What follows belongs to an exercise in optimizing a design on an open flow for small area; a production flow would make more cautious choices. The RTL was checked by simulation tests, not by an equivalence proof against the original design. No driver is modelled on the clock port, so clocking that relies on it looks cheaper here than on a real chip.

// ddr_traffic_driver
module ddr_traffic_driver #(
  parameter int MAX_ROW  = 3,
  parameter int MAX_COL  = 16,
  parameter int MAX_BANK = 3
) (
  input  logic                        clk,
  input  logic                        reset_n,
  input  logic                        local_ready,
  input  logic                        local_wdata_req,
  input  logic                        local_rdata_valid,
  input  ddr_traffic_pkg::data_word_t local_rdata,
  output ddr_traffic_pkg::mem_addr_t  local_addr,
  output logic                        local_write_req,
  output logic                        local_read_req,
  output ddr_traffic_pkg::data_word_t local_wdata,
  output ddr_traffic_pkg::byte_en_t   local_be,
  output ddr_traffic_pkg::byte_en_t   pnf_per_byte,
  output logic                        pnf_persist,
  output logic                        test_complete,
  output logic [7:0]                  test_status
);
export LEC_CHECK = 0
export ABC_AREA = 1
export CAP_MARGIN = 20
export CORE_MARGIN = 2
export CORE_UTILIZATION = 55
export CTS_BUF_LIST = sky130_fd_sc_hd__clkbuf_8 sky130_fd_sc_hd__clkbuf_4
export SLEW_MARGIN = 20
create_clock -name core_clock -period 5.0 [get_ports {clk}]
standard.sh (not shown) runs the stock make flow with config.mk's settings and CLKGATE_MAP_FILE= SYNTH_SCRIPT=/design/flow/synth_recipe.tcl, a recipe that flattens the netlist after the stock synthesis.
==> flow/flow/run.sh <==
#!/bin/bash
# The standard layout with these changes: synthesis maps the logic with an area-oriented ABC
# script (flow/abc_map.script) and without Yosys's half/full adder extraction, the port
# buffers use the smallest buffer, clock tree synthesis adds no dummy loads, and after clock
# tree synthesis gates on paths with slack to spare are downsized (flow/post_cts.tcl).
set -euo pipefail
export MY_ABC_SCRIPT="$PWD/flow/abc_map.script"
export BUFFER_PORTS_ARGS="-buffer_cell sky130_fd_sc_hd__buf_1"
export CTS_ARGS="-sink_clustering_enable -repair_clock_nets -buf_list {sky130_fd_sc_hd__clkbuf_8 sky130_fd_sc_hd__clkbuf_4} -dont_use_dummy_load"
export POST_CTS_TCL="$PWD/flow/post_cts.tcl"
bash standard.sh "SYNTH_SCRIPT=$PWD/flow/synth.tcl" "ADDER_MAP_FILE=" finish > standard.log 2>&1
==> flow/flow/abc_map.script <==
strash
&get -n
&dch -f
&nf -R 1000
&put
strash
dch -f
amap
==> flow/flow/post_cts.tcl <==
# After clock tree synthesis: downsize gates on paths that have slack to spare, then legalize.
estimate_parasitics -placement
repair_timing -recover_power 100 -verbose
detailed_placement
check_placement -verbose
estimate_parasitics -placement
report_worst_slack
==> flow/flow/synth.tcl <==
# The standard flow's synthesis script (synth_recipe.tcl), with an area-oriented ABC script for the
# technology mapping of the logic between the registers
proc synth {args} { yosys synth -nofsm -noshare {*}$args }
proc abc {args} {
  set i [lsearch -exact $args -script]
  if {$i >= 0} { set args [lreplace $args $i [expr {$i + 1}] -script $::env(MY_ABC_SCRIPT)] }
  yosys abc {*}$args
}
source $::env(SCRIPTS_DIR)/synth.tcl
# left out here: clear keep_hierarchy, flatten, clean up, hide names made inside functions, write 1_2_yosys.v
The baseline finished with timing, DRC and antenna clean.
Change:
--- a/flow/flow/run.sh
+++ b/flow/flow/run.sh
@@ -2,6 +2,5 @@
 # The standard layout with these changes: synthesis maps the logic with an area-oriented ABC
 # script (flow/abc_map.script) and without Yosys's half/full adder extraction, the port
-# buffers use the smallest buffer, clock tree synthesis adds no dummy loads, and after clock
-# tree synthesis gates on paths with slack to spare are downsized (flow/post_cts.tcl).
+# buffers use the smallest buffer, and clock tree synthesis adds no dummy loads.
 set -euo pipefail
 export MY_ABC_SCRIPT="$PWD/flow/abc_map.script"
Result: The new run produced a clean layout. Worst hold slack stays the same. Via count is unchanged.
Change:
--- a/flow/flow/run.sh
+++ b/flow/flow/run.sh
@@ -7,4 +7,3 @@
 export BUFFER_PORTS_ARGS="-buffer_cell sky130_fd_sc_hd__buf_1"
 export CTS_ARGS="-sink_clustering_enable -repair_clock_nets -buf_list {sky130_fd_sc_hd__clkbuf_8 sky130_fd_sc_hd__clkbuf_4} -dont_use_dummy_load"
-export POST_CTS_TCL="$PWD/flow/post_cts.tcl"
 bash standard.sh "SYNTH_SCRIPT=$PWD/flow/synth.tcl" "ADDER_MAP_FILE=" finish > standard.log 2>&1
- CORE_UTILIZATION: 55 -> 62
removed: flow/flow/post_cts.tcl
Outcome: The changed run completed without violations; routed wire length goes down by about 1.7%; global-route usage rose by 4.8 points; area after synthesis is unchanged; worst setup slack improved by 100 ps; via count increases by about 3.7%; synthesized cell count does not change; final area rises by about 0.7%; hold slack degrades by 21 ps; sequential cell count does not change.
Change:
- CORE_UTILIZATION: 62 -> 55
Result:
- The changed run finished with timing, DRC and antenna clean
- sequential share of layout area climbs by 0.12 points
- global-route usage drops by 4.7 points
- die area climbs by 12%
- area after synthesis does not change
- routed wire length climbs by 2.1%

---

ddr_traffic_driver, a different RTL version from the one above (not shown whole).
Size in the first run: roughly 980 cells after synthesis, roughly 330 I/O pins, roughly 7800 sq um of cells after synthesis.
Settings: LEC_CHECK=0, ABC_AREA=1, CAP_MARGIN=0, CORE_MARGIN=2, CORE_UTILIZATION=70, CTS_BUF_LIST=sky130_fd_sc_hd__clkbuf_8 sky130_fd_sc_hd__clkbuf_4, SLEW_MARGIN=0; clock period 5.0 ns.
==> flow/flow/run.sh <==
#!/bin/bash
# The standard layout with two changes: synthesis maps the logic with an area-oriented ABC
# script (flow/abc_map.script), and the port buffers use the smallest buffer.
set -euo pipefail
export MY_ABC_SCRIPT="$PWD/flow/abc_map.script"
export BUFFER_PORTS_ARGS="-buffer_cell sky130_fd_sc_hd__buf_1"
bash standard.sh "SYNTH_SCRIPT=$PWD/flow/synth.tcl" finish > standard.log 2>&1
==> flow/flow/abc_map.script <==
strash
&get -n
&dch -f
&nf -R 1000
&put
topo
Scripts as last shown in full above: flow/flow/synth.tcl
The first run finished clean.
Then changed:
==> flow/flow/run.sh (replaced) <==
#!/bin/bash
# The standard layout, with the smallest buffer for the port buffers.
set -euo pipefail
export BUFFER_PORTS_ARGS="-buffer_cell sky130_fd_sc_hd__buf_1"
bash standard.sh > standard.log 2>&1
- CAP_MARGIN: 0 -> 20
- CORE_UTILIZATION: 70 -> 55
- SLEW_MARGIN: 0 -> 20
removed: flow/flow/abc_map.script
removed: flow/flow/synth.tcl
The changed run passed the timing, DRC and antenna checks.
Setup slack improved by 0.12 ns.
Register-to-register slack improved by 0.22 ns.
Die area goes up by about 60%.
Count of clock-buffer cells in the layout goes down by 1.
Utilization goes down by 23 points.
Synthesized area goes up by about 25%.
Routed wire length goes up by about 28%.
Global-route usage goes down by 9.1 points.

==> port drivers added, routing unchanged <==
The results above use ideal ports. As a check the final layouts listed here were re-extracted and re-timed, cells and wires unchanged.
Step 1 assumes that a clkbuf_16 drives the clock port and a buf_2 every other input.
Step 2 moves the port delays by t, midway between the first and last clock arrival at a register: inputs arrive t later, outputs are due t later. That takes back most of the time a late clock gives input paths.
Three values: ideal, step 1, step 2; two values: the first two.
run | t, ns | slack for setup (ns) | hold WS [ns] | worst register clock-pin slew, ns | pins driven straight from the clock port
the first run of note 1 | 0.402 | 0.149 / 0.106 / 0.509 | 0.374 / 0.374 / 0.374 | 0.11 / 0.11 | 1
the second run of note 1 | 0.402 | 0.149 / 0.106 / 0.509 | 0.374 / 0.374 / 0.374 | 0.11 / 0.11 | 1
the third run of note 1 | 0.389 | 0.254 / 0.219 / 0.608 | 0.353 / 0.353 / 0.353 | 0.10 / 0.10 | 1
the fourth run of note 1 | 0.395 | 0.299 / 0.260 / 0.655 | 0.355 / 0.355 / 0.355 | 0.11 / 0.11 | 1
the first run of note 2 | 0.413 | 0.364 / 0.324 / 0.737 | 0.384 / 0.384 / 0.384 | 0.10 / 0.10 | 1
the second run of note 2 | 0.425 | 0.487 / 0.443 / 0.869 | 0.369 / 0.369 / 0.369 | 0.12 / 0.12 | 1
After both steps every run listed still meets setup and hold.
